This design comes from an exercise in tuning for small area and a short achievable clock period on the open sky130 flow, not from production work. No run shown here included a check of the RTL's function; only the layout flow was run.

## run.sh

```bash
#!/bin/bash
# synth_recipe.tcl (not shown) runs the flow's synth.tcl, then flattens the netlist and writes it again
# the make line also repeats each setting of config.mk as NAME=value (left out here)
make -C /OpenROAD-flow-scripts/flow DESIGN_CONFIG=/design/flow/config.mk WORK_HOME=/design/flow/orfs CLKGATE_MAP_FILE= SYNTH_SCRIPT=/design/flow/synth_recipe.tcl finish
```

## config.mk

```make
export PLATFORM = sky130hd
export DESIGN_NAME = aes_round_core
export DESIGN_NICKNAME = aes_round_core
export VERILOG_FILES = /design/flow/design.v
export SDC_FILE = /design/flow/constraint.sdc
export NUM_CORES = 4
export LEC_CHECK = 0
export CAP_MARGIN = 20
export CORE_MARGIN = 2
export CORE_UTILIZATION = 40
export SLEW_MARGIN = 20
```

## constraint.sdc

```tcl
create_clock -name core_clock -period 5.5 [get_ports {i_clk}]
set_input_delay 1.1000 -clock core_clock [delete_from_list [all_inputs] [get_ports {i_clk}]]
set_output_delay 1.1000 -clock core_clock [all_outputs]
set_load 0.01 [all_outputs]
```

## design.v

```verilog
package aes_gf_pkg;
	typedef logic [8-1:0] gf_byte_t;
	typedef logic [3:0] gf_nibble_t;
	typedef logic [1:0] gf_pair_t;
	typedef logic [(16/4)*8-1:0] aes_column_t;
	typedef logic [16*8-1:0] aes_state_t;
	function automatic gf_pair_t gf2_sq(gf_pair_t a);
		gf2_sq = {a[0], a[1]};
	endfunction
	function automatic gf_pair_t gf2_muls(gf_pair_t a, logic ab, gf_pair_t b, logic cd);
		logic abcd;
		abcd = ~(ab & cd);
		gf2_muls = {~(a[1] & b[1]) ^ abcd, ~(a[0] & b[0]) ^ abcd};
	endfunction
	function automatic gf_pair_t gf2_muls_scl(gf_pair_t a, logic ab, gf_pair_t b, logic cd);
		logic t;
		t = ~(a[0] & b[0]);
		gf2_muls_scl = {~(ab & cd) ^ t, ~(a[1] & b[1]) ^ t};
	endfunction
	function automatic gf_nibble_t gf4_mul(gf_nibble_t x, gf_nibble_t y);
		gf_pair_t ph;
		gf_pair_t pl;
		gf_pair_t p;
		gf_pair_t xs;
		gf_pair_t ys;
		xs = x[3:2] ^ x[1:0];
		ys = y[3:2] ^ y[1:0];
		ph = gf2_muls(x[3:2], x[3] ^ x[2], y[3:2], y[3] ^ y[2]);
		pl = gf2_muls(x[1:0], x[1] ^ x[0], y[1:0], y[1] ^ y[0]);
		p = gf2_muls_scl(xs, xs[1] ^ xs[0], ys, ys[1] ^ ys[0]);
		gf4_mul = {ph ^ p, pl ^ p};
	endfunction
	function automatic gf_nibble_t gf4_sqsc_mul(gf_nibble_t a, gf_nibble_t b);
		gf_pair_t as;
		gf_pair_t bs;
		logic ahi, alo, aall, bhi, blo, ball;
		logic c1, c2, c3;
		gf_nibble_t c;
		as = a[3:2] ^ a[1:0];
		bs = b[3:2] ^ b[1:0];
		ahi = a[3] ^ a[2];
		alo = a[1] ^ a[0];
		aall = as[1] ^ as[0];
		bhi = b[3] ^ b[2];
		blo = b[1] ^ b[0];
		ball = bs[1] ^ bs[0];
		c1 = ~(ahi & bhi);
		c2 = ~(as[0] & bs[0]);
		c3 = ~(aall & ball);
		c[3] = ~(as[0] | bs[0]) ^ ~(a[3] & b[3]) ^ c1 ^ c3;
		c[2] = ~(as[1] | bs[1]) ^ ~(a[2] & b[2]) ^ c1 ^ c2;
		c[1] = ~(alo | blo) ^ ~(a[1] & b[1]) ^ c2 ^ c3;
		c[0] = ~(a[0] | b[0]) ^ ~(alo & blo) ^ ~(as[1] & bs[1]) ^ c2;
		gf4_sqsc_mul = c;
	endfunction
	function automatic gf_nibble_t gf4_inv(gf_nibble_t x);
		gf_pair_t a;
		gf_pair_t b;
		gf_pair_t c;
		gf_pair_t d;
		logic sa;
		logic sb;
		logic sd;
		a = x[3:2];
		b = x[1:0];
		sa = a[1] ^ a[0];
		sb = b[1] ^ b[0];
		c = {~(a[1] | b[1]) ^ ~(sa & sb), ~(sa | sb) ^ ~(a[0] & b[0])};
		d = gf2_sq(c);
		sd = d[1] ^ d[0];
		gf4_inv = {gf2_muls(d, sd, b, sb), gf2_muls(d, sd, a, sa)};
	endfunction
	function automatic gf_byte_t xtime(gf_byte_t b);
		xtime = {b[8-2:0], 1'b0} ^ (8'h1b & {8{b[8-1]}});
	endfunction
	function automatic gf_byte_t mul4(gf_byte_t b);
		mul4 = xtime(xtime(b));
	endfunction
	function automatic gf_byte_t mul8(gf_byte_t b);
		mul8 = xtime(xtime(xtime(b)));
	endfunction
endpackage
package aes_round_pkg;
	typedef struct packed {
		logic valid;
		logic decrypt;
		logic skip_mix;
	} round_ctrl_t;
endpackage
module aes_row_shifter (
	input aes_gf_pkg::aes_state_t i_state,
	output aes_gf_pkg::aes_state_t o_fwd,
	output aes_gf_pkg::aes_state_t o_inv
);
	localparam int ROWS = 16 / 4;
	localparam int COLS = 4;
	localparam int BW = 8;
	always_comb
	begin
		for (int c = 0; c < COLS; c++)
		begin
			for (int r = 0; r < ROWS; r++)
			begin
				o_inv[(16-1-(c*ROWS+r))*BW +: BW] =
					i_state[(16-1-(((c+COLS-r)%COLS)*ROWS+r))*BW +: BW];
				o_fwd[(16-1-(c*ROWS+r))*BW +: BW] =
					i_state[(16-1-(((c+r)%COLS)*ROWS+r))*BW +: BW];
			end
		end
	end
endmodule
module aes_sbox_lane #(
	parameter bit CUT_IN = 1'b0,
	parameter bit CUT_MID = 1'b0,
	parameter bit CUT_INV = 1'b0,
	parameter bit CUT_OUT = 1'b0
) (
	input logic i_clk,
	input logic i_decrypt,
	input aes_gf_pkg::gf_byte_t i_byte_enc,
	input aes_gf_pkg::gf_byte_t i_byte_dec,
	output aes_gf_pkg::gf_byte_t o_byte
);
	logic [9:1] r;
	logic [9:1] s;
	aes_gf_pkg::gf_byte_t e;
	aes_gf_pkg::gf_byte_t x;
	aes_gf_pkg::gf_byte_t in_enc;
	aes_gf_pkg::gf_byte_t in_dec;
	aes_gf_pkg::gf_byte_t in_sel;
	aes_gf_pkg::gf_byte_t in_q;
	logic dec_1;
	aes_gf_pkg::gf_nibble_t a, b, c;
	aes_gf_pkg::gf_nibble_t a_q, b_q, c_q;
	logic dec_2;
	aes_gf_pkg::gf_nibble_t d;
	aes_gf_pkg::gf_byte_t inv;
	aes_gf_pkg::gf_byte_t inv_q;
	logic dec_3;
	logic [10:1] t;
	aes_gf_pkg::gf_byte_t out_enc;
	aes_gf_pkg::gf_byte_t out_dec;
	aes_gf_pkg::gf_byte_t out_sel;
	assign e = i_byte_enc;
	assign x = i_byte_dec;
	assign r[1] = e[7] ^ e[5];
	assign r[3] = e[6] ^ e[0];
	assign r[4] = e[5] ~^ r[3];
	assign r[5] = e[4] ^ r[4];
	assign r[6] = e[3] ^ e[0];
	assign r[2] = e[7] ~^ e[4];
	assign r[7] = e[2] ^ r[1];
	assign r[8] = e[1] ^ r[3];
	assign r[9] = e[3] ^ r[8];
	assign in_enc = {r[7] ~^ r[8], r[5], e[1] ^ r[4], r[1] ~^ r[3],
		e[1] ^ r[2] ^ r[6], ~e[0], r[4], e[2] ~^ r[9]};
	assign s[1] = x[7] ^ x[5];
	assign s[2] = x[7] ~^ x[4];
	assign s[3] = x[6] ^ x[0];
	assign s[4] = x[5] ~^ s[3];
	assign s[5] = x[4] ^ s[4];
	assign s[6] = x[3] ^ x[0];
	assign s[7] = x[2] ^ s[1];
	assign s[8] = x[1] ^ s[3];
	assign s[9] = x[3] ^ s[8];
	assign in_dec = {s[2], x[4] ^ s[8], x[6] ^ x[4], s[9],
		x[6] ~^ s[2], s[7], x[4] ^ s[6], x[1] ^ s[5]};
	assign in_sel = i_decrypt ? ~in_dec : ~in_enc;
	generate
		if (CUT_IN) begin : g_cut_in
			always_ff @(posedge i_clk) begin
				in_q <= in_sel;
				dec_1 <= i_decrypt;
			end
		end else begin : g_pass_in
			assign in_q = in_sel;
			assign dec_1 = i_decrypt;
		end
	endgenerate
	assign a = in_q[7:4];
	assign b = in_q[3:0];
	assign c = aes_gf_pkg::gf4_sqsc_mul(a, b);
	generate
		if (CUT_MID) begin : g_cut_mid
			always_ff @(posedge i_clk) begin
				a_q <= a;
				b_q <= b;
				c_q <= c;
				dec_2 <= dec_1;
			end
		end else begin : g_pass_mid
			assign a_q = a;
			assign b_q = b;
			assign c_q = c;
			assign dec_2 = dec_1;
		end
	endgenerate
	assign d = aes_gf_pkg::gf4_inv(c_q);
	assign inv = {aes_gf_pkg::gf4_mul(d, b_q), aes_gf_pkg::gf4_mul(d, a_q)};
	generate
		if (CUT_INV) begin : g_cut_inv
			always_ff @(posedge i_clk) begin
				inv_q <= inv;
				dec_3 <= dec_2;
			end
		end else begin : g_pass_inv
			assign inv_q = inv;
			assign dec_3 = dec_2;
		end
	endgenerate
	assign t[1] = inv_q[7] ^ inv_q[3];
	assign t[2] = inv_q[6] ^ inv_q[4];
	assign t[3] = inv_q[6] ^ inv_q[0];
	assign t[4] = inv_q[5] ~^ inv_q[3];
	assign t[5] = inv_q[5] ~^ t[1];
	assign t[6] = inv_q[5] ~^ inv_q[1];
	assign t[7] = inv_q[4] ~^ t[6];
	assign t[8] = inv_q[2] ^ t[4];
	assign t[9] = inv_q[1] ^ t[2];
	assign t[10] = t[3] ^ t[5];
	assign out_enc = {t[4], t[1], t[3], t[5], t[2] ^ t[5], t[3] ^ t[8], t[7], t[9]};
	assign out_dec = {inv_q[4] ~^ inv_q[1], inv_q[1] ^ t[10], inv_q[2] ^ t[10], inv_q[6] ~^ inv_q[1],
		t[8] ^ t[9], inv_q[7] ~^ t[7], t[6], ~inv_q[2]};
	assign out_sel = dec_3 ? ~out_dec : ~out_enc;
	generate
		if (CUT_OUT) begin : g_cut_out
			always_ff @(posedge i_clk)
				o_byte <= out_sel;
		end else begin : g_pass_out
			assign o_byte = out_sel;
		end
	endgenerate
endmodule
module aes_column_mixer (
	input logic i_decrypt,
	input logic i_skip_mix,
	input aes_gf_pkg::aes_state_t i_bytes,
	output aes_gf_pkg::aes_state_t o_state
);
	localparam int ROWS = 16 / 4;
	localparam int BW = 8;
	always_comb
	begin
		aes_gf_pkg::gf_byte_t s [ROWS];
		aes_gf_pkg::gf_byte_t p [ROWS];
		aes_gf_pkg::gf_byte_t w [2];
		aes_gf_pkg::gf_byte_t t;
		aes_gf_pkg::gf_byte_t t8;
		aes_gf_pkg::gf_byte_t g;
		for (int c = 0; c < 4; c++)
		begin
			for (int r = 0; r < ROWS; r++)
				s[r] = i_bytes[(16-1-(c*ROWS+r))*BW +: BW];
			for (int r = 0; r < ROWS; r++)
				p[r] = s[r] ^ s[(r + 1) % ROWS];
			t = p[0] ^ p[2];
			t8 = aes_gf_pkg::mul8(t);
			w[0] = aes_gf_pkg::mul4(s[0] ^ s[2]) ^ t8;
			w[1] = aes_gf_pkg::mul4(s[1] ^ s[3]) ^ t8;
			for (int r = 0; r < ROWS; r++)
			begin
				g = t ^ aes_gf_pkg::xtime(p[r]) ^ ({BW{i_decrypt}} & w[r % 2]);
				o_state[(16-1-(c*ROWS+r))*BW +: BW] = s[r] ^ ({BW{~i_skip_mix}} & g);
			end
		end
	end
endmodule
module aes_round_core (
	input logic i_clk,
	input logic i_rst,
	input logic i_valid,
	input logic i_decrypt,
	input logic i_skip_mix,
	input aes_gf_pkg::aes_state_t i_state,
	output logic o_valid,
	output aes_gf_pkg::aes_state_t o_state
);
	localparam int BW = 8;
	localparam bit CUT_IN0 = 1'b0;
	localparam bit CUT_IN = 1'b1;
	localparam bit CUT_MID = 1'b0;
	localparam bit CUT_INV = 1'b1;
	localparam bit CUT_OUT = 1'b0;
	localparam int N_SB = int'(CUT_IN) + int'(CUT_MID) + int'(CUT_INV) + int'(CUT_OUT);
	aes_gf_pkg::aes_state_t state_0;
	aes_round_pkg::round_ctrl_t ctrl_0;
	generate
		if (CUT_IN0) begin : g_cut_in0
			always_ff @(posedge i_clk) begin
				state_0 <= i_state;
				ctrl_0.decrypt <= i_decrypt;
				ctrl_0.skip_mix <= i_skip_mix;
				if (i_rst)
					ctrl_0.valid <= 1'b0;
				else
					ctrl_0.valid <= i_valid;
			end
		end else begin : g_pass_in0
			assign state_0 = i_state;
			assign ctrl_0.decrypt = i_decrypt;
			assign ctrl_0.skip_mix = i_skip_mix;
			assign ctrl_0.valid = i_valid & ~i_rst;
		end
	endgenerate
	aes_gf_pkg::aes_state_t src_fwd;
	aes_gf_pkg::aes_state_t src_inv;
	aes_gf_pkg::aes_state_t lane_bytes;
	aes_row_shifter u_shifter (
		.i_state(state_0),
		.o_fwd(src_fwd),
		.o_inv(src_inv)
	);
	for (genvar k = 0; k < 16; k++)
	begin : g_lane
		aes_sbox_lane #(
			.CUT_IN(CUT_IN),
			.CUT_MID(CUT_MID),
			.CUT_INV(CUT_INV),
			.CUT_OUT(CUT_OUT)
		) u_lane (
			.i_clk(i_clk),
			.i_decrypt(ctrl_0.decrypt),
			.i_byte_enc(src_fwd[(16-1-k)*BW +: BW]),
			.i_byte_dec(src_inv[(16-1-k)*BW +: BW]),
			.o_byte(lane_bytes[(16-1-k)*BW +: BW])
		);
	end
	aes_round_pkg::round_ctrl_t ctrl_d [N_SB+1];
	assign ctrl_d[0] = ctrl_0;
	for (genvar i = 0; i < N_SB; i++)
	begin : g_ctrl
		always_ff @(posedge i_clk) begin
			ctrl_d[i+1].decrypt <= ctrl_d[i].decrypt;
			ctrl_d[i+1].skip_mix <= ctrl_d[i].skip_mix;
			if (i_rst)
				ctrl_d[i+1].valid <= 1'b0;
			else
				ctrl_d[i+1].valid <= ctrl_d[i].valid;
		end
	end
	aes_gf_pkg::aes_state_t mixed;
	aes_column_mixer u_mixer (
		.i_decrypt(ctrl_d[N_SB].decrypt),
		.i_skip_mix(ctrl_d[N_SB].skip_mix),
		.i_bytes(lane_bytes),
		.o_state(mixed)
	);
	always_ff @(posedge i_clk)
	begin
		o_state <= mixed;
		if (i_rst)
			o_valid <= 1'b0;
		else
			o_valid <= ctrl_d[N_SB].valid;
	end
endmodule
```

==> results of run 1 <==
==> how the worst max path moves through the flow <==
stage | start | to | cells after the start
after floorplan | g_lane[13].u_lane.in_q[5] | g_lane[13].u_lane.inv_q[3] | 13
after global placement | g_lane[15].u_lane.in_q[6] | g_lane[15].u_lane.inv_q[3] | 8
after detailed placement | g_lane[15].u_lane.in_q[6] | g_lane[15].u_lane.inv_q[3] | 8
after CTS | g_lane[15].u_lane.in_q[6] | g_lane[15].u_lane.inv_q[3] | 8
after global routing | g_lane[12].u_lane.in_q[1] | g_lane[12].u_lane.inv_q[1] | 9
final | g_lane[12].u_lane.in_q[1] | g_lane[12].u_lane.inv_q[1] | 9
==> metrics by stage <==
stage                     setup WS [ns]  utilization (%)  hold WS (ns)  instance area, sq um
after floorplan                    2.41                -         0.310                 34500
after global placement             1.59             43.4         0.311                 37000
after detailed placement           1.46             43.4         0.315                 37000
after CTS                          1.45             45.3         0.326                 38600
after global routing               1.22             45.3         0.329                 38600
final                              1.47             45.3         0.323                 38600
==> area by class of cell <==
class / count / share of cell area, %
Timing Repair Buffer: 267 / 6.92
Antenna cell: 6 / 0.0389
Clock inverter: 25 / 0.758
Sequential cell: 386 / 20.0
Tap cell: 1144 / 3.71
Clock buffer: 61 / 3.42
Inverter: 53 / 0.515
Multi-Input combinational cell: 3640 / 64.6
==> placed cells by master, fill, tap and decap left out, types with 48 or more instances in the layout <==
cell type | synthesis | final
nand3_1 | 65 | 65
a211oi_1 | 63 | 63
nand2_1 | 418 | 418
xnor2_1 | 662 | 661
xor2_1 | 393 | 393
nor2b_1 | 95 | 95
o22ai_1 | 84 | 84
o21ai_0 | 280 | 280
dfxtp_1 | 386 | 385
clkdlybuf4s50_1 | 0 | 256
nor4_1 | 52 | 52
nor2_1 | 317 | 317
clkbuf_16 | 0 | 48
a21oi_1 | 293 | 293
nor3_1 | 63 | 63
and2_1 | 59 | 59
inv_1 | 53 | 53
==> cells by family after synthesis <==
| logic type | Yosys count |
|---|---|
| muxes | 70 |
| buffers and inverters | 407 |
| AOI/OAI and AO/OA | 1210 |
| other | 1 |
| DFF | 386 |
| and+or+nand+nor | 1290 |
| xor gates and xnor gates | 1069 |
==> state kept, by name, indices dropped and copies added (netlist names) <==
| register | count |
|---|---|
| g_lane.u_lane.in_q | 128 |
| g_lane.u_lane.inv_q | 128 |
| o_state | 128 |
| g_lane.u_lane.dec_3 | 1 |
| g_lane.u_lane.dec_1 | 1 |
==> metal layers <==
metal	wire (um)	global-route usage, %
met5	18	0
met4	1820	5.19
met3	3320	2.49
met2	40500	31.5
met1	40200	24.6
==> worst max-delay path: cells and delay by family (launching register included) <==
kind | cells | cell delay, ns
flops | 1 | 0.73
xor+xnor | 2 | 0.51
compound gates | 4 | 1.30
simple gates | 3 | 1.39
==> results.toml, run 1 <==
[outcome]
status = "timing/DRC/antenna clean"

[logic_synthesis]
synth_compound_area_share_pct = 24.1
synth-xor-area-share_pct = 27.6
muxShareOfSynthArea_pct = 2.23
ys_top_cells_by_area = "dfxtp_1 (22%), xnor2_1 (17%), xor2_1 (10%)"
yosysUniqueCellTypes = 78
synth_common_cells = "xnor2_1 (662), nand2_1 (418), xor2_1 (393), dfxtp_1 (386), nor2_1 (317)"
postSynthCellCount = 4433
synth_area_leader_cell = "dfxtp_1"
yosys_most_used_dff = "dfxtp_1"
synthSimpleGateAreaFrac_pct = 18.5
synthAdderAreaFrac_pct = 0
synth.most_common_cell = "xnor2_1"
yosys_warnings = 27
yosysTopAreaCellShare_pct = 22.4
syn_area_per_cell_sq_um = 7.77
ys_ff_latch = 386
ys_async_sr_fraction_pct = 0
ys_seq_area_share_pct = 22.4
synth-edff-count = 0
synthesis.nets = 4566
netlist_area_sq_mm = 0.0345
synth_top_family_by_area = "XOR/XNOR gates"

[floorplan]
num_io_pins = 262
die_x_um = 298
row_count = 107
die_y_um = 298
dieArea_sq_mm = 0.0885
design.core.area_sq_mm = 0.0853
initial_core_util_pct = 40.4

[global_route]
grt_max_degree = 209
gr-total-overflow = 0
grt_pass1_wl_um = 142000
grt_pass1_vias = 27800
antenna_found_initial = 8
grt_use_total_pct = 18.6

[place]
dp_cells = 5490
place.gp.congestion = 0.880
place_hpwl_um = 63200
port_buffers = 257

[setup_path]
path_max_fanout = 16
crit_chain = "xor2_1, and2_1, nor4_1, o31ai_1, and2_1, a21oi_1, a21oi_1, a2111oi_2, xor2_1"
cp_slowest_cell = "dfxtp_1"
rr_endpoint = "g_lane[12].u_lane.inv_q[1]"
critPathArrivalTime_ns = 4.53
critPathLaunchType = "flip-flop"
reg2reg_from = "g_lane[12].u_lane.in_q[1]"
critical_path.max_stage_delay_ns = 0.73
worstSetupEndpointType = "flip-flop"
required_ns = 6.00
reg2reg_slack_ns = 1.47
rr_worst_depth = 9
critical_path_class = "flip-flop to flip-flop"

[min_path]
hold_path_class = "flip-flop to flip-flop"
whs_endpoint = "g_lane[14].u_lane.dec_3"
hold_depth = 0
hold_path_startpoint = "g_lane[15].u_lane.dec_1"

[timing]
setup_tns_ns = 0
finalCritPeriodShare_pct = 73.3
worst_pin_slew_ns = 0.837
final_max_slew_viol_count = 0
maxSlewHeadroom_pct = 42.7
hold_viol = 0
rsz0062_at_grt = "false"
setup_viol = 0
fin_skew_ns = 0.0273
fmax_mhz = 248
finalCriticalPeriod_ns = 4.03

[clock_tree]
clockRootBuffer = "clkbuf_16"
ctsLongestPathBuffers = 3
cts_made_buffers = 47
cts.repair.resized = 0
h-tree-depth = 2
post-cts-setup-buffers = 0
hold_buffers = 0
tritoncts = "built"
clkLatencyLatePin_ns = 0.60
cts.clk_slew.worst_paths_ns = 0.06
cts_sinks = 386

[route]
antenna_left = 0
avgViaCountPerCell = 5.42
first_pass_iters = 6
drc = 0
drt_iter0_drc = 1703
wire_per_inst_um = 15.4
drt-total-wl_um = 85800
vias = 30200

[final_layout]
multiInputGateArea_sq_mm = 0.0250
ff_latch_area_sq_mm = 0.00773
area_growth_pct = 12.1
nNetsFinal = 4528
nFillCells = 8393
layout-drive-gt1-share_pct = 5.30
final-instance-count-excl-fill = 5582

[flow_run]
maxCapViolations = 0
==> inputs of run 2 (changes only) <==
--- a/config.mk
+++ b/config.mk
@@ -8,4 +8,5 @@
 export CAP_MARGIN = 20
 export CORE_MARGIN = 2
 export CORE_UTILIZATION = 40
+export SETUP_SLACK_MARGIN = 1.5
 export SLEW_MARGIN = 20
==> run 2 against run 1 <==
Via count is 0.25% lower. Critical path depth down 1. Clock skew decreased by 0.0011 ns. Routed wire length up 0.28%. Sequential share of layout area hardly changed. Core utilization is 0.16 points higher. Synthesized cell count unchanged.
==> results.toml, run 2 <==
[outcome]
status = "timing/DRC/antenna clean"

[logic_synthesis]
synthesis.nets = 4566
synth.most_common_cell = "xnor2_1"
netlist_area_sq_mm = 0.0345
synth-edff-count = 0
yosys_warnings = 27
ys_top_cells_by_area = "dfxtp_1 (22%), xnor2_1 (17%), xor2_1 (10%)"
synth_area_leader_cell = "dfxtp_1"
ys_ff_latch = 386
syn_area_per_cell_sq_um = 7.77
synth_common_cells = "xnor2_1 (662), nand2_1 (418), xor2_1 (393), dfxtp_1 (386), nor2_1 (317)"
yosysTopAreaCellShare_pct = 22.4
postSynthCellCount = 4433
yosys_most_used_dff = "dfxtp_1"
yosysUniqueCellTypes = 78
ys_async_sr_fraction_pct = 0
ys_seq_area_share_pct = 22.4

[place]
dp_slack_ns = 1.46
port_buffers = 257
place.gp.congestion = 0.880
place_hpwl_um = 63200

[min_path]
hold_path_class = "flip-flop to flip-flop"
hold_depth = 0
whs_endpoint = "g_lane[14].u_lane.dec_3"
hold_path_startpoint = "g_lane[15].u_lane.dec_1"

[timing]
rsz0062_at_grt = "false"
finalCriticalPeriod_ns = 3.81
setup_viol = 0
maxSlewHeadroom_pct = 43.6
worst_pin_slew_ns = 0.824
fmax_mhz = 262
setup_tns_ns = 0
hold_viol = 0
finalCritPeriodShare_pct = 69.3
final_max_slew_viol_count = 0
fin_skew_ns = 0.0262
fin_ws_ns = 1.69

[setup_path]
critPathArrivalTime_ns = 4.33
path_max_fanout = 17
worstSetupEndpointType = "flip-flop"
critPathLaunchType = "flip-flop"
reg2reg_slack_ns = 1.69
rr_endpoint = "g_lane[15].u_lane.inv_q[6]"
required_ns = 6.02
cp_slowest_cell = "a2111oi_0"
crit_chain = "mux2_2, a221oi_1, xnor2_2, xnor3_1, mux2i_1, o21a_1, a2111oi_0, xnor2_1"
reg2reg_from = "g_lane[15].u_lane.in_q[4]"
rr_worst_depth = 8
critical_path.max_stage_delay_ns = 0.72
critical_path_class = "flip-flop to flip-flop"

[flow_run]
maxCapViolations = 0

[final_layout]
nNetsFinal = 4528
layout-drive-gt1-share_pct = 6.05
final_common_cell = "xnor2_1"
reg.largest.list = "g_lane.u_lane.in_q: 128 flops, g_lane.u_lane.inv_q: 128 flops, o_state: 128 flops"
area_growth_pct = 12.5
layout_common_cells = "xnor2_1 (660), nand2_1 (418), xor2_1 (385), dfxtp_1 (365), nor2_1 (317)"

[floorplan]
row_count = 107
design.core.area_sq_mm = 0.0853
die_y_um = 298
dieArea_sq_mm = 0.0885
die_x_um = 298
num_io_pins = 262
initial_core_util_pct = 40.4

[route]
drc = 0
antenna_left = 0
avgViaCountPerCell = 5.40
drt-total-wl_um = 86000
first_pass_iters = 6
vias = 30200
drt_iter0_drc = 1700
wire_per_inst_um = 15.4

[global_route]
grt_max_degree = 209
grt_pass1_wl_um = 142000
grt_use_total_pct = 18.6
gr-total-overflow = 0
grt_pass1_vias = 27800
antenna_found_initial = 8

[clock_tree]
clkLatencyLatePin_ns = 0.60
cts_sinks = 386
cts.clk_slew.worst_paths_ns = 0.06
cts_made_buffers = 47
clockRootBuffer = "clkbuf_16"
ctsLongestPathBuffers = 3
tritoncts = "built"
h-tree-depth = 2
[run 2: cell counts after synthesis]
Identical to the previous run, type by type.
[run 2: stage by stage]
| stage | hold WS, ns | area, sq um | instances | utilization [%] |
|---|---|---|---|---|
| CTS | 0.326 | 38600 | 5576 | 45.3 |
| finish | 0.323 | 38800 | 5583 | 45.5 |
| global route | 0.329 | 38800 | 5581 | 45.4 |
| floorplan | 0.310 | 34500 | 4433 | - |
| detailed placement | 0.315 | 37000 | 5490 | 43.4 |
| global placement | 0.311 | 37000 | 5490 | 43.4 |
[run 2: area by class of cell]
cell class / instances / area [sq um]
clock inverter: 25 / 293
clock buffer: 61 / 1320
tap: 1144 / 1430
inverter: 53 / 199
sequential: 386 / 7760
fill: 8384 / 46500
timing repair buffer: 267 / 2670
antenna: 7 / 17.5
multi-input combinational: 3640 / 25100
[run 2: how the worst max path moves through the flow]
stage | start | endpoint | slack [ns] | cells after the start
after floorplan | g_lane[13].u_lane.in_q[5] | g_lane[13].u_lane.inv_q[3] | 2.41 | 13
after global placement | g_lane[15].u_lane.in_q[6] | g_lane[15].u_lane.inv_q[3] | 1.59 | 8
after detailed placement | g_lane[15].u_lane.in_q[6] | g_lane[15].u_lane.inv_q[3] | 1.46 | 8
after CTS | g_lane[12].u_lane.in_q[1] | g_lane[12].u_lane.inv_q[2] | 1.56 | 9
after global routing | g_lane[12].u_lane.in_q[4] | g_lane[12].u_lane.inv_q[1] | 1.49 | 9
final | g_lane[15].u_lane.in_q[4] | g_lane[15].u_lane.inv_q[6] | 1.69 | 8
[run 2: logic make-up after synthesis]
kind of cell	count (synthesis)	synth area share, %
muxes	70	2.23
other	1	0.0109
and+or+nand+nor	1290	18.5
DFF	386	22.4
AOI/OAI and AO/OA	1210	24.1
xor gates and xnor gates	1069	27.6
buffers and inverters	407	5.15
[run 2: layer usage]
layer	vias to the layer above	wire length, um	GRT usage, %
li1	15500	-	-
met1	14000	40200	24.6
met2	570	40700	31.5
met3	113	3370	2.49
met4	4	1780	5.19
met5	-	18	0
[run 2: worst max-delay path, delay by kind of cell (launching register included)]
kind	cells	cell delay, ns
AO/OA/AOI/OAI	3	1.49
XOR/XNOR	3	1.00
flip-flops	1	0.70
multiplexers	2	0.55
[run 2: repair_timing]
item	CTS	global route
resized for setup	1	37
hold buffers	0	0
setup buffers	0	0
endpoints found under the setup margin	4	90
hold endpoints to repair	0	0
==> inputs of run 3 (changes only) <==
--- a/config.mk
+++ b/config.mk
@@ -8,5 +8,5 @@
 export CAP_MARGIN = 20
 export CORE_MARGIN = 2
 export CORE_UTILIZATION = 40
-export SETUP_SLACK_MARGIN = 1.5
+export SETUP_SLACK_MARGIN = 2.5
 export SLEW_MARGIN = 20
==> run 3 against run 2 <==
Clock-buffer cell count is 6 higher. Clock skew shrank 0.0080 ns. Sequential share of layout area shrank 1.8 points. Maximum frequency grew 28%. Non-clock buffer count rose by 250. Sequential cell count did not move. First-iteration DRC count up 15%. Largest cell class unchanged. Synthesized cell count did not move.
==> results.toml, run 3 <==
[outcome]
status = "timing/DRC/antenna clean"

[timing]
hold_viol = 0
fmax_mhz = 335
setup_viol = 0
finalCritPeriodShare_pct = 54.3
setup_tns_ns = 0
maxSlewHeadroom_pct = 31.7
fin_skew_ns = 0.0182
finalCriticalPeriod_ns = 2.99
hold_ws_ns = 0.323
worst_pin_slew_ns = 1.03
final_max_slew_viol_count = 0
rsz0062_at_grt = "true"

[floorplan]
initial_core_util_pct = 40.4
num_io_pins = 262
design.core.area_sq_mm = 0.0853
dieArea_sq_mm = 0.0885
row_count = 107
die_x_um = 298
die_y_um = 298

[clock_tree]
clkLatencyLatePin_ns = 0.58
cts_made_buffers = 47
cts_sinks = 386
clockRootBuffer = "clkbuf_16"
h-tree-depth = 2
ctsLongestPathBuffers = 3
cts.clk_slew.worst_paths_ns = 0.06
tritoncts = "built"

[setup_path]
critPathArrivalTime_ns = 3.46
worstSetupEndpointType = "flip-flop"
reg2reg_from = "g_lane[11].u_lane.in_q[4]"
required_ns = 5.97
rr_endpoint = "g_lane[11].u_lane.inv_q[6]"
reg2reg_slack_ns = 2.51
rr_worst_depth = 9
critical_path_class = "flip-flop to flip-flop"
critPathLaunchType = "flip-flop"
path_max_fanout = 16

[logic_synthesis]
netlist_area_sq_mm = 0.0345
ys_top_cells_by_area = "dfxtp_1 (22%), xnor2_1 (17%), xor2_1 (10%)"
yosys_warnings = 27
ys_async_sr_fraction_pct = 0
synth-edff-count = 0
yosysTopAreaCellShare_pct = 22.4
synth_common_cells = "xnor2_1 (662), nand2_1 (418), xor2_1 (393), dfxtp_1 (386), nor2_1 (317)"
postSynthCellCount = 4433
synth_area_leader_cell = "dfxtp_1"
ys_ff_latch = 386
synthesis.nets = 4566
yosysUniqueCellTypes = 78
syn_area_per_cell_sq_um = 7.77
yosys_most_used_dff = "dfxtp_1"
synth.most_common_cell = "xnor2_1"
ys_seq_area_share_pct = 22.4

[route]
vias = 31900
antenna_left = 0
drt_iter0_drc = 1954
avgViaCountPerCell = 5.47
drt-total-wl_um = 97000
drc = 0
first_pass_iters = 8
wire_per_inst_um = 16.6

[global_route]
grt_pass1_vias = 29200
gr-total-overflow = 0
antenna_found_initial = 9
grt_use_total_pct = 19.9
grt_max_degree = 141
grt_pass1_wl_um = 151000

[final_layout]
final_common_cell = "xnor2_1"
area_growth_pct = 30.3
reg.largest.list = "g_lane.u_lane.in_q: 128 flops, g_lane.u_lane.inv_q: 128 flops, o_state: 128 flops"
layout_common_cells = "xnor2_1 (610), nand2_1 (411), nor2_1 (302), xor2_1 (298), a21oi_1 (266)"
layout-drive-gt1-share_pct = 21.9
nNetsFinal = 4779

[min_path]
whs_endpoint = "g_lane[14].u_lane.dec_3"
hold_path_class = "flip-flop to flip-flop"
hold_depth = 0
hold_path_startpoint = "g_lane[15].u_lane.dec_1"

[place]
place.gp.congestion = 0.888
port_buffers = 257
place_hpwl_um = 64700

[flow_run]
maxCapViolations = 0
[run 3: cell types whose count changed in the layout (fill, tap and decap cells not counted), moves of 50 or more]
cell / previous run / this run
buf_4: 8 / 245
dfxtp_1: 365 / 262
dfxtp_4: 1 / 120
xnor2_1: 660 / 610
xor2_1: 385 / 298
xor2_4: 0 / 67
[run 3: worst max path at each step]
stage | start | to | slack (ns) | depth (start not counted)
6_report | g_lane[11].u_lane.in_q[4] | g_lane[11].u_lane.inv_q[6] | 2.51 | 9
5_1_grt | g_lane[11].u_lane.in_q[4] | g_lane[11].u_lane.inv_q[6] | 2.36 | 9
4_1_cts | g_lane[5].u_lane.in_q[2] | g_lane[5].u_lane.inv_q[2] | 2.48 | 9
3_5_place_dp | g_lane[15].u_lane.in_q[5] | g_lane[15].u_lane.inv_q[6] | 1.56 | 8
3_3_place_gp | g_lane[15].u_lane.in_q[5] | g_lane[15].u_lane.inv_q[6] | 1.57 | 8
2_1_floorplan | g_lane[8].u_lane.in_q[2] | g_lane[8].u_lane.inv_q[3] | 2.50 | 13
[run 3: stage by stage]
stage | util (%) | setup WS [ns] | cell area (sq um) | instances
global route | 52.7 | 2.36 | 44900 | 5827
finish | 52.7 | 2.51 | 44900 | 5829
global placement | 43.5 | 1.57 | 37100 | 5491
floorplan | - | 2.50 | 34500 | 4433
detailed placement | 43.5 | 1.56 | 37100 | 5491
CTS | 48.2 | 2.48 | 41100 | 5610
[run 3: worst max-delay path: stages, from the launching register on]
cell,delay [ns]
dfxtp_4,0.48
xor2_4,0.27
and2_2,0.28
xor2_2,0.32
xnor2_2,0.22
o21a_1,0.20
a2111o_1,0.48
nor4b_1,0.34
nor3_1,0.13
xnor2_1,0.13
[run 3: repair_timing]
action                                  CTS  global route
hold buffers                              0             0
gates cloned                              0             1
endpoints found under the setup margin  128           128
setup buffers                            35           213
pin swaps                                24            92
gates resized for setup                 532           347
[run 3: kinds of logic (layout without fill, tap and decap cells)]
| logic type | count (synthesis) | after routing | share of synthesized area (%) |
|---|---|---|---|
| XOR/XNOR | 1069 | 1069 | 27.6 |
| buffers and inverters | 407 | 654 | 5.15 |
| AND/OR/NAND/NOR | 1290 | 1290 | 18.5 |
| AO/OA/AOI/OAI | 1210 | 1211 | 24.1 |
| multiplexers | 70 | 70 | 2.23 |
| flip-flops | 386 | 386 | 22.4 |
| other | 1 | 5 | 0.0109 |
[run 3: area by class of cell]
type,instances,area (sq um)
tap,1144,1430
sequential,386,8180
fill,7916,40400
multi-input combinational,3641,28900
antenna,4,10.0
clock inverter,17,168
clock buffer,67,1380
inverter,53,199
timing repair buffer,517,4600
[run 3: routing by layer]
metal,vias to the layer above,track usage (%),routed length (um)
li1,15900,-,-
met1,15100,26.6,43400
met2,726,33.1,46000
met3,150,3.22,5000
met4,6,5.54,2500
met5,-,0,37
==> inputs of run 4 (changes only) <==
--- a/design.v
+++ b/design.v
@@ -277,8 +277,8 @@
 );
 	localparam int BW = 8;
 	localparam bit CUT_IN0 = 1'b0;
-	localparam bit CUT_IN = 1'b1;
-	localparam bit CUT_MID = 1'b0;
+	localparam bit CUT_IN = 1'b0;
+	localparam bit CUT_MID = 1'b1;
 	localparam bit CUT_INV = 1'b1;
 	localparam bit CUT_OUT = 1'b0;
 	localparam int N_SB = int'(CUT_IN) + int'(CUT_MID) + int'(CUT_INV) + int'(CUT_OUT);
==> run 4 against run 3 <==
Critical endpoint is now g_lane[1].u_lane.c_q[2]. Still clean on timing, DRC and antenna. Via count grew 11%. Global-route usage shrank 1.6 points. Critical path depth fell by 1. Final cell count up 13%.
==> results.toml, run 4 <==
[clock_tree]
hold_buffers = 0
cts.clk_slew.worst_paths_ns = 0.06
ctsLongestPathBuffers = 3
cts_made_buffers = 53
clockRootBuffer = "clkbuf_16"
tritoncts = "built"
h-tree-depth = 2
clkLatencyLatePin_ns = 0.65
cts_sinks = 450

[route]
drt_iter0_drc = 2639
first_pass_iters = 6
antenna_left = 0
vias = 35500
wire_per_inst_um = 15.4
avgViaCountPerCell = 5.39
drt-total-wl_um = 101000
drc = 0

[timing]
setup_tns_ns = 0
worst_pin_slew_ns = 0.979
fin_skew_ns = 0.0257
hold_ws_ns = 0.323
maxSlewHeadroom_pct = 34.6
rsz0062_at_grt = "true"
final_max_slew_viol_count = 0
finalCriticalPeriod_ns = 2.94
hold_viol = 0
fmax_mhz = 340
finalCritPeriodShare_pct = 53.5
fin_ws_ns = 2.56
setup_viol = 0

[logic_synthesis]
synthesis.nets = 5369
yosys_warnings = 27
ys_async_sr_fraction_pct = 0
ys_top_cells_by_area = "dfxtp_1 (22%), xnor2_1 (13%), xor2_1 (9.7%)"
yosys_most_used_dff = "dfxtp_1"
ys_ff_latch = 450
synth-edff-count = 0
synth_area_leader_cell = "dfxtp_1"
synth.most_common_cell = "xnor2_1"
netlist_area_sq_mm = 0.0409
synth_common_cells = "xnor2_1 (584), nand2_1 (479), xor2_1 (452), dfxtp_1 (450), o21ai_0 (431)"
yosysTopAreaCellShare_pct = 22.0
ys_seq_area_share_pct = 22.0
postSynthCellCount = 5236
yosysUniqueCellTypes = 86
syn_area_per_cell_sq_um = 7.81

[final_layout]
reg.largest.list = "g_lane.u_lane.inv_q: 128 flops, o_state: 128 flops"
layout-drive-gt1-share_pct = 9.98
layout_common_cells = "xnor2_1 (521), nand2_1 (479), dfxtp_1 (448), xor2_1 (441), o21ai_0 (420)"
post-route-util_pct = 46.3
final_common_cell = "xnor2_1"
nNetsFinal = 5292
final-instance-count-excl-fill = 6583
fin_area_sq_mm = 0.0471
area_growth_pct = 15.2

[place]
place_hpwl_um = 70600
port_buffers = 257
dp_cells = 6405
dp_slack_ns = 1.17
placed_area_sq_mm = 0.0440
place.gp.congestion = 0.842

[floorplan]
die_x_um = 324
dieArea_sq_mm = 0.105
num_io_pins = 262
design.core.area_sq_mm = 0.102
initial_core_util_pct = 40.2
row_count = 117
die_y_um = 324

[global_route]
grt_pass1_vias = 31400
grt_use_total_pct = 18.4
gr-total-overflow = 0
grt_max_degree = 118
antenna_found_initial = 19
grt_pass1_wl_um = 162000

[setup_path]
critPathArrivalTime_ns = 3.48
worstSetupEndpointType = "flip-flop"
required_ns = 6.04
critical_path_class = "input pin to flip-flop"
reg2reg_slack_ns = 2.91
path_max_fanout = 6
critPathLaunchType = "input pin"

[flow_run]
maxCapViolations = 0

[outcome]
status = "timing/DRC/antenna clean"

[min_path]
hold_path_class = "flip-flop to flip-flop"
## run 4: kinds of logic after synthesis
family,count (synthesis),share of synthesized area [%]
other,1,0.00917
AO/OA/AOI/OAI,1559,24.3
multiplexers,210,5.36
XOR/XNOR,1158,28.6
flip-flops,450,22.0
AND/OR/NAND/NOR,1230,13.4
buffers and inverters,628,6.29
## run 4: final timing paths
check                           startpoint                         end  cells after the start
setup / recovery               i_state[81]     g_lane[1].u_lane.c_q[2]                      8
hold / removal     g_lane[15].u_lane.dec_2     g_lane[15].u_lane.dec_3                      0
setup reg to reg  g_lane[15].u_lane.c_q[0]  g_lane[15].u_lane.inv_q[3]                      8
hold reg to reg    g_lane[15].u_lane.dec_2     g_lane[15].u_lane.dec_3                      0
## run 4: layout make-up
cell class | instances | area [sq um]
Clock inverter | 27 | 309
Timing Repair inverter | 1 | 11.3
Clock buffer | 72 | 1490
Antenna cell | 12 | 30.0
Tap cell | 1368 | 1710
Multi-Input combinational cell | 4158 | 30700
Timing Repair Buffer | 355 | 3250
Sequential cell | 450 | 9010
Inverter | 140 | 567
Fill cell | 9992 | 54500
## run 4: timing repair
action / 4_1_cts / 5_1_grt
endpoints found under the setup margin: 64 / 64
gates resized for setup: 179 / 153
pin swaps: 16 / 16
buffers inserted: 29 / 35
gates cloned: 1 / 2
## run 4: critical path, cell delays in order
cell and delay [ns]:
clkdlybuf4s50_1 0.70, xor3_1 0.53, mux2_4 0.32, mux2i_1 0.16
mux2_2 0.36, nor3_2 0.10, o21ai_1 0.09, xnor2_1 0.12
## run 4: layer usage
layer	vias to the layer above	global-route usage (%)	share of wire, %
met5	-	0	0.068
met4	12	4.53	1.8
met3	108	3.61	5.0
met2	595	29.5	46
met1	16500	25.1	47
li1	18300	-	-
==> inputs of run 5 (changes only) <==
--- a/config.mk
+++ b/config.mk
@@ -8,5 +8,5 @@
 export CAP_MARGIN = 20
 export CORE_MARGIN = 2
 export CORE_UTILIZATION = 40
-export SETUP_SLACK_MARGIN = 2.5
+export SETUP_SLACK_MARGIN = 3.2
 export SLEW_MARGIN = 20
==> run 5 against run 4 <==
Maximum frequency rose by 8.5%. Area after synthesis did not move. Setup slack improved by 0.23 ns. Largest cell class unchanged. First-iteration DRC count fell by 6.4%. Die area did not move. Still clean on timing, DRC and antenna.
==> results.toml, run 5 <==
[timing]
rsz0062_at_grt = "true"
finalCriticalPeriod_ns = 2.71
finalCritPeriodShare_pct = 49.3
final_max_slew_viol_count = 0
setup_viol = 0
fin_skew_ns = 0.0194
fin_ws_ns = 2.79
fmax_mhz = 369
setup_tns_ns = 0
maxSlewHeadroom_pct = 34.0
worst_pin_slew_ns = 0.990
hold_viol = 0

[global_route]
grt_use_total_pct = 20.2
grt_pass1_vias = 33700
grt_pass1_wl_um = 177000
antenna_found_initial = 3
grt_max_degree = 117
gr-total-overflow = 0

[logic_synthesis]
synth-xor-area-share_pct = 28.6
synth_area_leader_cell = "dfxtp_1"
yosysUniqueCellTypes = 86
synthesis.nets = 5369
ys_async_sr_fraction_pct = 0
synth_common_cells = "xnor2_1 (584), nand2_1 (479), xor2_1 (452), dfxtp_1 (450), o21ai_0 (431)"
yosys_most_used_dff = "dfxtp_1"
synth_compound_area_share_pct = 24.3
synth.most_common_cell = "xnor2_1"
netlist_area_sq_mm = 0.0409
synth_top_family_by_area = "XOR/XNOR gates"
synth-edff-count = 0
muxShareOfSynthArea_pct = 5.36
postSynthCellCount = 5236
ys_top_cells_by_area = "dfxtp_1 (22%), xnor2_1 (13%), xor2_1 (9.7%)"
ys_seq_area_share_pct = 22.0
yosysTopAreaCellShare_pct = 22.0
yosys_warnings = 27
ys_ff_latch = 450
syn_area_per_cell_sq_um = 7.81
synthAdderAreaFrac_pct = 0
synthSimpleGateAreaFrac_pct = 13.4

[floorplan]
num_io_pins = 262
initial_core_util_pct = 40.2
dieArea_sq_mm = 0.105
die_x_um = 324
design.core.area_sq_mm = 0.102
die_y_um = 324
row_count = 117

[clock_tree]
tritoncts = "built"
clkLatencyLatePin_ns = 0.65
cts_made_buffers = 55
cts_sinks = 450
ctsLongestPathBuffers = 3
cts.clk_slew.worst_paths_ns = 0.06
clockRootBuffer = "clkbuf_16"
h-tree-depth = 2

[min_path]
whs_endpoint = "g_lane[15].u_lane.dec_3"
hold_path_class = "flip-flop to flip-flop"
hold_depth = 0
hold_path_startpoint = "g_lane[15].u_lane.dec_2"

[final_layout]
final_common_cell = "nand2_1"
post-route-util_pct = 53.0
nFillCells = 9129
area_growth_pct = 31.6
reg.largest.list = "g_lane.u_lane.inv_q: 128 flops, o_state: 128 flops"
layout-drive-gt1-share_pct = 27.6
layout_common_cells = "nand2_1 (468), xnor2_1 (457), xor2_1 (407), buf_4 (401), o21ai_0 (396)"
nNetsFinal = 5697

[route]
avgViaCountPerCell = 5.41
drt_iter0_drc = 2469
first_pass_iters = 5
antenna_left = 0
drc = 0
drt-total-wl_um = 114000
vias = 37800
wire_per_inst_um = 16.3

[place]
place.gp.congestion = 0.822
place_hpwl_um = 70100
dp_slack_ns = 1.14
port_buffers = 257

[setup_path]
reg2reg_slack_ns = 3.36
worstSetupEndpointType = "flip-flop"
reg2reg_from = "g_lane[10].u_lane.c_q[1]"
path_max_fanout = 5
rr_endpoint = "g_lane[10].u_lane.inv_q[3]"
rr_worst_depth = 5
critical_path_class = "input pin to flip-flop"
required_ns = 6.01
critPathArrivalTime_ns = 3.23
critPathLaunchType = "input pin"

[outcome]
status = "timing/DRC/antenna clean"

[flow_run]
maxCapViolations = 0
==> run 5: cell counts after synthesis <==
Identical to the previous run, type by type.
==> run 5: metal layers <==
layer / track usage (%) / share of wire, % / vias up
met5: 0 / 0.011 / -
met4: 5.25 / 2.4 / 2
met3: 2.99 / 4.3 / 169
met2: 33.8 / 48 / 763
met1: 27.3 / 45 / 17800
li1: - / - / 19100
==> run 5: worst max-delay path, cell delays in order <==
cell       delay (ns)
buf_12           0.12
xnor3_2          0.50
xnor3_1          0.30
o21ai_4          0.20
mux2i_2          0.31
nor2_1           0.09
a2111oi_2        0.35
a21oi_1          0.09
xor2_1           0.15
==> run 5: kinds of logic after synthesis <==
| family | after synthesis |
|---|---|
| other | 1 |
| buffers and inverters | 628 |
| xor gates and xnor gates | 1158 |
| muxes | 210 |
| and+or+nand+nor | 1230 |
| AOI/OAI and AO/OA | 1559 |
| DFF | 450 |
==> run 5: cell type report <==
type,count,area [sq um],share of cell area (%)
clock inverters,27,367,0.681
inverters,140,633,1.18
diodes,3,7.51,0.0140
well taps,1368,1710,3.18
repair inverters,5,119,0.221
flip-flops and latches,450,9110,16.9
clock buffers,74,1570,2.92
repair buffers,748,6680,12.4
multi-input cells,4164,33600,62.5
==> run 5: worst max-delay path by stage <==
| stage | from | end | slack (ns) | depth (start not counted) |
|---|---|---|---|---|
| CTS | i_state[52] | g_lane[13].u_lane.c_q[3] | 2.93 | 9 |
| floorplan | i_state[119] | g_lane[13].u_lane.c_q[2] | 2.32 | 9 |
| finish | i_state[118] | g_lane[13].u_lane.c_q[2] | 2.79 | 9 |
| detailed placement | i_state[88] | g_lane[4].u_lane.c_q[2] | 1.14 | 8 |
| global route | i_state[118] | g_lane[13].u_lane.c_q[2] | 2.77 | 9 |
| global placement | i_state[88] | g_lane[4].u_lane.c_q[2] | 1.14 | 8 |
==> run 5: repair_timing <==
action,4_1_cts,5_1_grt
setup endpoints to repair,361,157
pin swaps,244,252
hold buffers,0,0
gates resized for setup,1628,418
gates cloned,19,2
setup buffers,314,134
hold endpoints to repair,0,0
==> run 5: through the flow <==
| step | hold WS [ns] | cells | cell area, sq um |
|---|---|---|---|
| after CTS | 0.344 | 6840 | 51000 |
| after floorplan | 0.310 | 5236 | 43200 |
| after global placement | 0.310 | 6406 | 44900 |
| after global routing | 0.341 | 6976 | 53800 |
| after detailed placement | 0.314 | 6406 | 44900 |
| final | 0.345 | 6979 | 53800 |
==> inputs of run 6 (changes only) <==
--- a/config.mk
+++ b/config.mk
@@ -8,5 +8,5 @@
 export CAP_MARGIN = 20
 export CORE_MARGIN = 2
 export CORE_UTILIZATION = 40
-export SETUP_SLACK_MARGIN = 3.2
+export SETUP_SLACK_MARGIN = 3.6
 export SLEW_MARGIN = 20
==> run 6 against run 5 <==
Final cell count is 1.1% higher. Core utilization is 2.7 points higher. Sequential share of layout area is 0.48 points lower. Clock-buffer cell count is 4 lower. Global-route usage is 0.64 points higher. Largest cell class unchanged.
==> results.toml, run 6 <==
[outcome]
status = "timing/DRC/antenna clean"

[logic_synthesis]
ys_seq_area_share_pct = 22.0
ys_async_sr_fraction_pct = 0
synthesis.nets = 5369
syn_area_per_cell_sq_um = 7.81
synth_common_cells = "xnor2_1 (584), nand2_1 (479), xor2_1 (452), dfxtp_1 (450), o21ai_0 (431)"
yosysUniqueCellTypes = 86
netlist_area_sq_mm = 0.0409
ys_top_cells_by_area = "dfxtp_1 (22%), xnor2_1 (13%), xor2_1 (9.7%)"
synth.most_common_cell = "xnor2_1"
yosys_warnings = 27
synth_area_leader_cell = "dfxtp_1"
yosysTopAreaCellShare_pct = 22.0
synth-edff-count = 0
postSynthCellCount = 5236
ys_ff_latch = 450
yosys_most_used_dff = "dfxtp_1"

[timing]
maxSlewHeadroom_pct = 60.3
hold_ws_ns = 0.321
final_max_slew_viol_count = 0
fmax_mhz = 376
finalCritPeriodShare_pct = 48.4
fin_ws_ns = 2.84
hold_viol = 0
setup_tns_ns = 0
fin_skew_ns = 0.0369
rsz0062_at_grt = "true"
setup_viol = 0
worst_pin_slew_ns = 0.584
finalCriticalPeriod_ns = 2.66

[floorplan]
row_count = 117
die_y_um = 324
design.core.area_sq_mm = 0.102
dieArea_sq_mm = 0.105
die_x_um = 324
initial_core_util_pct = 40.2
num_io_pins = 262

[place]
place.gp.congestion = 0.828
port_buffers = 257
place_hpwl_um = 72600
dp_cells = 6412
dp_slack_ns = 1.24

[final_layout]
nFillCells = 8946
final-instance-count-excl-fill = 7054
layout_common_cells = "nand2_1 (464), xnor2_1 (439), buf_4 (421), xor2_1 (404), o21ai_0 (360)"
final_common_cell = "nand2_1"
layout-drive-gt1-share_pct = 32.3
reg.largest.list = "g_lane.u_lane.inv_q: 128 flops, o_state: 128 flops"
ff_latch_area_sq_mm = 0.00930
multiInputGateArea_sq_mm = 0.0345
area_growth_pct = 38.3
nNetsFinal = 5773

[route]
wire_per_inst_um = 17.0
antenna_left = 0
avgViaCountPerCell = 5.46
vias = 38500
first_pass_iters = 5
drt_iter0_drc = 2786
drt-total-wl_um = 120000
drc = 0

[global_route]
grt_pass1_wl_um = 182000
gr-total-overflow = 0
antenna_found_initial = 9
grt_use_total_pct = 20.9
grtUsageMet3_pct = 3.40
grt_pass1_vias = 34300
use_met2_pct = 35.0
met1_usage_pct = 28.4
grt_max_degree = 78
busiest_layer = "met2"

[flow_run]
maxCapViolations = 0

[setup_path]
path_max_fanout = 5
cp_slowest_cell = "xnor3_2"
critical_path.max_stage_delay_ns = 0.48
critPathLaunchType = "input pin"
critPathArrivalTime_ns = 3.17
worstSetupEndpointType = "flip-flop"
required_ns = 6.00
critical_path_class = "input pin to flip-flop"
crit_chain = "buf_12, xnor3_2, xnor3_1, o21ai_4, mux2i_4, nor2_2, a2111oi_2, a21oi_1, xor2_1"

[clock_tree]
cts_sinks = 450
clkLatencyLatePin_ns = 0.64
h-tree-depth = 2
clockRootBuffer = "clkbuf_16"
cts.clk_slew.worst_paths_ns = 0.06
tritoncts = "built"
ctsLongestPathBuffers = 3
cts_made_buffers = 53

[min_path]
hold_path_class = "flip-flop to flip-flop"
run 6: cell count changes in the layout (fill, tap and decap cells not counted), moves of 15 or more:
| cell | delta |
|---|---|
| dfxtp_2 | +23 |
| a22oi_2 | +28 |
| buf_2 | -77 |
| a22oi_1 | -28 |
| o21ai_1 | +25 |
| dfxtp_1 | -66 |
| buf_6 | +112 |
| a21oi_1 | -15 |
| o21ai_0 | -36 |
| xnor2_2 | +17 |
| dfxtp_4 | +43 |
| xnor2_1 | -18 |
| buf_4 | +20 |
run 6: what timing repair did:
item,4_1_cts,5_1_grt
hold buffers,0,0
gates cloned,18,11
gates resized for setup,1875,536
endpoints found under the setup margin,509,337
pin swaps,314,259
setup buffers,355,157
run 6: per-layer routing:
layer  up-vias  wire, um
met5         -        69
met1     18400     53900
li1      19300         -
met2       771     57200
met4        12      2160
met3       141      6230
run 6: path summary, 6_finish.rpt:
kind	endpoint	cells past startpoint	from	slack (ns)
setup / recovery	g_lane[13].u_lane.c_q[2]	9	i_state[118]	2.84
hold reg to reg	g_lane[15].u_lane.dec_3	0	g_lane[15].u_lane.dec_2	0.32
hold / removal	g_lane[15].u_lane.dec_3	0	g_lane[15].u_lane.dec_2	0.32
setup reg to reg	g_lane[13].u_lane.inv_q[7]	9	g_lane[13].u_lane.c_q[3]	3.61
run 6: cell families after synthesis:
group / Yosys count / synth area share (%)
simple gates: 1230 / 13.4
buf+inv: 628 / 6.29
mux: 210 / 5.36
other cells: 1 / 0.00917
xor+xnor: 1158 / 28.6
flops: 450 / 22.0
compound gates: 1559 / 24.3
run 6: final cells by class:
type | instances | share of cell area, %
sequential | 450 | 16.5
inverter | 140 | 1.15
timing repair inverter | 6 | 0.226
multi-input combinational | 4163 | 60.9
tap | 1368 | 3.03
timing repair buffer | 826 | 14.7
clock buffer | 70 | 2.67
antenna | 3 | 0.0133
clock inverter | 28 | 0.790
run 6: critical path: cells and delay by family:
| family | cells | cell delay (ns) |
|---|---|---|
| buf+inv | 1 | 0.11 |
| compound gates | 3 | 0.67 |
| mux | 1 | 0.31 |
| simple gates | 1 | 0.05 |
| xor+xnor | 3 | 0.91 |
run 6: stage by stage:
stage / util [%] / cell area (sq um)
2_1_floorplan: - / 44700
3_3_place_gp: 45.1 / 45800
3_5_place_dp: 45.1 / 45800
4_1_cts: 52.1 / 52900
5_1_grt: 55.6 / 56500
6_report: 55.7 / 56500
==> inputs of run 7 (changes only) <==
--- a/design.v
+++ b/design.v
@@ -277,7 +277,7 @@
 );
 	localparam int BW = 8;
 	localparam bit CUT_IN0 = 1'b0;
-	localparam bit CUT_IN = 1'b0;
+	localparam bit CUT_IN = 1'b1;
 	localparam bit CUT_MID = 1'b1;
 	localparam bit CUT_INV = 1'b1;
 	localparam bit CUT_OUT = 1'b0;
--- a/config.mk
+++ b/config.mk
@@ -8,5 +8,5 @@
 export CAP_MARGIN = 20
 export CORE_MARGIN = 2
 export CORE_UTILIZATION = 40
-export SETUP_SLACK_MARGIN = 3.6
+export SETUP_SLACK_MARGIN = 3.0
 export SLEW_MARGIN = 20
==> run 7 against run 6 <==
Setup slack improved by 0.24 ns. Core utilization decreased by 11 points. Die area decreased by 0.98%. Hold slack improved by 0.0036 ns. Largest cell class unchanged. Highest routed layer is now met4. Clock-buffer cell count increased by 34.
==> results.toml, run 7 <==
[logic_synthesis]
synthAdderAreaFrac_pct = 0
yosysUniqueCellTypes = 54
ys_top_cells_by_area = "dfxtp_1 (29%), xnor2_1 (16%), xor2_1 (9.8%)"
synth_common_cells = "xnor2_1 (727), dfxtp_1 (579), xor2_1 (451), nand2_1 (442), o21ai_0 (419)"
yosys_most_used_dff = "dfxtp_1"
synth_area_leader_cell = "dfxtp_1"
yosys_warnings = 34
yosysTopAreaCellShare_pct = 28.6
postSynthCellCount = 5191
synthSimpleGateAreaFrac_pct = 15.2
syn_area_per_cell_sq_um = 7.80
synth.most_common_cell = "xnor2_1"
synth-edff-count = 0
synth_compound_area_share_pct = 20.8
muxShareOfSynthArea_pct = 3.06
ys_seq_area_share_pct = 28.6
synth-xor-area-share_pct = 25.8
synthesis.nets = 5324
netlist_area_sq_mm = 0.0405
ys_async_sr_fraction_pct = 0
synth_top_family_by_area = "XOR/XNOR gates"
ys_ff_latch = 579

[clock_tree]
clockRootBuffer = "clkbuf_16"
ctsLongestPathBuffers = 3
h-tree-depth = 3
hold_buffers = 0
tritoncts = "built"
cts_made_buffers = 70
cts.clk_slew.worst_paths_ns = 0.06
cts_sinks = 579
clkLatencyLatePin_ns = 0.62

[setup_path]
path_max_fanout = 1
critical_path.max_stage_delay_ns = 0.40
critical_path_class = "flip-flop to primary output"
worstSetupEndpointType = "primary output"
critPathLaunchType = "flip-flop"
crit_buf_inv = 1
required_ns = 4.40
critPathArrivalTime_ns = 1.32
cp_slowest_cell = "dlygate4sd2_1"
crit_family = "buffers and inverters"
crit_chain = "dlygate4sd2_1"

[timing]
fin_skew_ns = 0.0213
final_max_slew_viol_count = 0
finalCriticalPeriod_ns = 2.42
setup_tns_ns = 0
rsz0062_at_grt = "false"
hold_viol = 0
finalCritPeriodShare_pct = 44.0
setup_viol = 0
worst_pin_slew_ns = 0.989
maxSlewHeadroom_pct = 34.0
fmax_mhz = 413
hold_ws_ns = 0.324
fin_ws_ns = 3.08

[global_route]
grt_use_total_pct = 17.5
gr-total-overflow = 0
grt_pass1_wl_um = 154000
grt_max_degree = 131
antenna_found_initial = 2
grt_pass1_vias = 30400

[place]
place.gp.congestion = 0.861
dp_cells = 6233
placed_area_sq_mm = 0.0426
place_hpwl_um = 65000
port_buffers = 257
dp_slack_ns = 2.44

[final_layout]
nFillCells = 9950
area_growth_pct = 10.8
post-route-util_pct = 44.8
final-instance-count-excl-fill = 6356
final_common_cell = "xnor2_1"
fin_area_sq_mm = 0.0449
nNetsFinal = 5141
antenna_cells = 0
layout_common_cells = "xnor2_1 (727), dfxtp_1 (537), xor2_1 (450), nand2_1 (442), o21ai_0 (419)"
reg.largest.list = "g_lane.u_lane.in_q: 128 flops, g_lane.u_lane.inv_q: 128 flops, o_state: 128 flops"
layout-drive-gt1-share_pct = 4.63

[floorplan]
num_io_pins = 262
row_count = 116
die_x_um = 322
design.core.area_sq_mm = 0.100
dieArea_sq_mm = 0.104
die_y_um = 322
initial_core_util_pct = 40.4

[flow_run]
maxCapViolations = 0

[outcome]
status = "timing/DRC/antenna clean"

[route]
wire_per_inst_um = 14.7
drt-total-wl_um = 93200
drt_iter0_drc = 2255
antenna_left = 0
first_pass_iters = 6
vias = 33600
avgViaCountPerCell = 5.28
drc = 0

[min_path]
hold_path_class = "flip-flop to flip-flop"
## run 7: cell types whose count changed in the layout (fill, tap and decap cells not counted), sizes merged, moves of 77 or more
cell,delta
buf,-779
clkdlybuf4s50,+128
dfxtp,+129
dlygate4sd2,+127
nor3,+77
xnor2,+115
## run 7: path summary, 6_finish.rpt
check             cells after the start                          to  slack (ns)                     start
setup / recovery                      1                o_state[100]        3.08              o_state[100]
hold / removal                        0     g_lane[14].u_lane.dec_3        0.32   g_lane[15].u_lane.dec_2
setup reg to reg                      5  g_lane[10].u_lane.inv_q[3]        3.16  g_lane[10].u_lane.c_q[2]
hold reg to reg                       0     g_lane[14].u_lane.dec_3        0.32   g_lane[15].u_lane.dec_2
## run 7: cells by family (layout without fill, tap and decap cells)
family	after synthesis	in the layout
AOI/OAI and AO/OA	1354	1354
and+or+nand+nor	1321	1321
xor gates and xnor gates	1186	1186
buffers and inverters	627	494
DFF	579	579
muxes	123	123
other	1	1
## run 7: area by class of cell
class | instances | area, sq um | area share [%]
multi-input cells | 3985 | 26300 | 58.6
flip-flops and latches | 579 | 11600 | 26.0
repair buffers | 272 | 2560 | 5.72
clock buffers | 104 | 2120 | 4.74
well taps | 1298 | 1620 | 3.62
inverters | 100 | 375 | 0.837
clock inverters | 18 | 233 | 0.519
## run 7: per-layer routing
layer / vias to the layer above / global-route usage (%) / part of all wire (%)
met1: 15500 / 22.8 / 47
met2: 541 / 29.7 / 47
met4: 0 / 4.92 / 2.0
li1: 17500 / - / -
met3: 105 / 2.90 / 4.4
met5: - / 0 / 0
## run 7: repair_timing
action | 4_1_cts | 5_1_grt
buffers inserted | 0 | 0
resized for setup | 132 | 40
endpoints found under the hold margin | 0 | 0
endpoints found under the setup margin | 130 | 109

[what the ideal ports hide]
How much do the figures lean on ideal ports? The routed layouts below were timed once more, with nothing changed but the port constraints.
Step 1 (the two cells are an assumption about what drives the block):
set clk [get_ports {i_clk}]
set_driving_cell -lib_cell sky130_fd_sc_hd__clkbuf_16 $clk
set_driving_cell -lib_cell sky130_fd_sc_hd__buf_2 [delete_from_list [all_inputs] $clk]
Step 2 times the ports against the registers' clock, not the clock port: input delays grow and output delays shrink by t, the midpoint of the rising clock arrivals with the driver on.
a / b / c = ideal / step 1 / step 2; a / b = the first two.
run	t (ns)	slack for setup (ns)	worst register clock-pin slew, ns	pins driven straight from the clock port
run 1	0.642	1.470 / 1.470 / 1.470	0.07 / 0.07	1
run 2	0.641	1.689 / 1.689 / 1.689	0.06 / 0.06	1
run 3	0.639	2.512 / 2.512 / 2.260	0.06 / 0.06	1
run 4	0.714	2.556 / 2.486 / 1.773	0.07 / 0.07	1
run 5	0.708	2.787 / 2.636 / 1.928	0.07 / 0.07	1
run 6	0.701	2.838 / 2.727 / 2.026	0.06 / 0.06	1
run 7	0.678	3.079 / 3.013 / 2.493	0.06 / 0.06	1
After both steps every run listed still meets setup and hold. For run 5, which loses most, drivers alone change the setup slack by -0.151 ns; drivers and shift together by -0.859 ns.
